Background: an optimization exercise with open tools, aiming at small area, a short achievable clock period and few clock cycles per item. Do not read the settings as production practice. Only simulation tests tie the RTL to the original design; equivalence was not proved. Power figures rest on the tool's default switching activity, not on a simulated workload.

// sha256_byte_stream_hasher_top
module sha256_byte_stream_hasher_top (
  input  logic        clk_i,
  input  logic        rst_ni,
  input  logic        s_axis_tvalid,
  output logic        s_axis_tready,
  input  logic [7:0]  s_axis_tdata,    
  input  logic        s_axis_tuser,    
  output logic        m_axis_tvalid,
  input  logic        m_axis_tready,
  output logic [31:0] m_axis_tdata,    
  output logic [2:0]  m_axis_tuser,    
  output logic        m_axis_tlast     
);
Size in the first run: about 9,500 cells after synthesis, about 1,800 flip-flops, roughly 51 I/O pins, roughly 0.092 sq mm of cells after synthesis.
Settings: LEC_CHECK=0, CAP_MARGIN=20, CORE_MARGIN=2, CORE_UTILIZATION=45, CTS_CLUSTER_DIAMETER=90, CTS_CLUSTER_SIZE=22, SETUP_SLACK_MARGIN=5, SLEW_MARGIN=20, TNS_END_PERCENT=0; clock period 12.0 ns.
standard.sh (not shown) runs the stock make flow with config.mk's settings and CLKGATE_MAP_FILE= SYNTH_SCRIPT=/design/flow/synth_recipe.tcl, a recipe that flattens the netlist after the stock synthesis.
==> flow/flow/run.sh <==
#!/bin/bash
set -euo pipefail
MARGIN=$(cat flow/margin.txt)
sed "s/SETUP_SLACK_MARGIN=[0-9.]*/SETUP_SLACK_MARGIN=${MARGIN}/" standard.sh > standard_margin.sh
bash standard_margin.sh > standard.log 2>&1
==> flow/flow/margin.txt <==
8.5
Testbench counts at the start, summed over its fixed seeds: cycles 72,292, bytes 62,794.
Edit:
CORE_UTILIZATION = 50   (was 45)
CTS_CLUSTER_DIAMETER = default   (was 90)
CTS_CLUSTER_SIZE = default   (was 22)
Worst setup slack gets better by 0.079 ns.
Die area fell by 9.9%.
Synthesized area does not change.
Cell count is about the same.
Total power rose by 18%.
Critical path depth fell by 7.
Non-clock buffer count rose by 35.
Maximum frequency rose by 1.5%.
Clock power rose by 49%.
Sequential share of layout area fell by 1.4 points.
Via count rose by 1.6%.
Edit:
PLACE_DENSITY = 0.72   (was default)
Outcome: Setup slack gets better by 0.071 ns. Clock-buffer cell count is lower by 21. First-iteration DRC count climbs by 17%. Sequential share of layout area barely changes.
Edit:
CTS_BUF_LIST = sky130_fd_sc_hd__clkbuf_8   (was default)
PLACE_DENSITY = default   (was 0.72)
Effect:
- worst setup slack loses 0.061 ns
- flip-flop and latch count stays the same
- clock-buffer cell count is higher by 122
Edit:
CTS_BUF_LIST = default   (was sky130_fd_sc_hd__clkbuf_8)
CTS_CLUSTER_DIAMETER = 90   (was default)
CTS_CLUSTER_SIZE = 22   (was default)
Effect: Combinational power barely changes. Sequential power hardly moves. Core utilization falls by 1.4 points.
Edit:
PLACE_DENSITY = 0.72   (was default)
Effect: Final cell count barely changes. Utilization went down by 0.33 points. Routed wire length went down by 4.6%. Design area went down by 0.59%. Power went down by 2.4%. Die area stays the same. Via count went up by 1.4%.


## run 1
sha256_byte_stream_hasher_top again, from the RTL that the note above started with.
export LEC_CHECK = 0
export CAP_MARGIN = 20
export CORE_MARGIN = 2
export CORE_UTILIZATION = 50
export CTS_CLUSTER_DIAMETER = 90
export CTS_CLUSTER_SIZE = 22
export SETUP_SLACK_MARGIN = 5
export SLEW_MARGIN = 20
export TNS_END_PERCENT = 0
create_clock -name core_clock -period 12.0 [get_ports {clk_i}]
==> flow/flow/margin.txt <==
9.5
Scripts as last shown in full above: flow/flow/run.sh
Having completed the whole flow, run 1 delivered a layout that passed the timing, DRC and antenna checks.
Testbench counts of run 1, summed over its fixed seeds: cycles 72,292, bytes 62,794.
Setup changes, run 1 to run 5
- CORE_UTILIZATION: 50 -> 60
- CTS_CLUSTER_DIAMETER: 90 -> unset
- CTS_CLUSTER_SIZE: 22 -> unset
==> flow/flow/margin.txt <==
8.5
### Flow results
- Run 5 was carried through to the last stage, and its layout satisfied the timing, DRC and antenna checks.
- From run 1 to run 5 the numbers moved as follows: fraction of final layout cells with drive strength greater than 1 shows an increase of 0.39 points, area of the placeable core went down, chip width lower.
- Aggregate routed wire length went down by a few percent going from run 1 to run 5.
- When the final numbers for run 5 and run 1 were put side by side, the power drawn by the combinational cells turned out to be greater in run 5.
- Relative to run 1, run 5 degrades total power after layout.
- Looking at final design utilization, run 5 sits 12 points above run 1.
- Looking at die area across run 5 and run 1, the one that comes out higher is run 1.

-- what the ideal ports hide --
The flow's constraints put no driver on any port. The routed layouts listed below were extracted and timed again, unchanged, in two steps.
Step 1 assumes that a clkbuf_16 drives the clock port and a buf_2 every other input.
Step 2 also shifts input and output timing later by t, the mid clock arrival at the registers, as if the neighbouring blocks saw the same clock.
Slacks: ideal ports / drivers / drivers and shift; pairs: ideal ports / drivers.
run	shift t [ns]	setup WS [ns]	worst hold slack (ns)	slew at the worst register clock pin (ns)
the first run of note 1	0.869	6.820 / 6.820 / 6.578	0.399 / 0.399 / 0.399	0.10 / 0.10
the second run of note 1	0.931	6.899 / 6.899 / 6.617	0.412 / 0.412 / 0.412	0.07 / 0.07
the third run of note 1	0.936	6.970 / 6.970 / 6.258	0.394 / 0.394 / 0.394	0.07 / 0.07
the fourth run of note 1	1.106	6.909 / 6.909 / 6.604	0.389 / 0.389 / 0.389	0.07 / 0.07
the fifth run of note 1	0.877	6.912 / 6.912 / 6.645	0.413 / 0.413 / 0.413	0.11 / 0.11
the sixth run of note 1	0.888	6.898 / 6.898 / 6.357	0.395 / 0.395 / 0.395	0.10 / 0.10
run 1	0.877	6.912 / 6.912 / 6.645	0.413 / 0.413 / 0.413	0.11 / 0.11
run 5	0.896	6.766 / 6.766 / 6.299	0.398 / 0.398 / 0.398	0.07 / 0.07
After both steps every run listed still meets setup and hold. For the third run of note 1, which loses most, drivers alone change the setup slack by 0.000 ns; drivers and shift together by -0.712 ns.
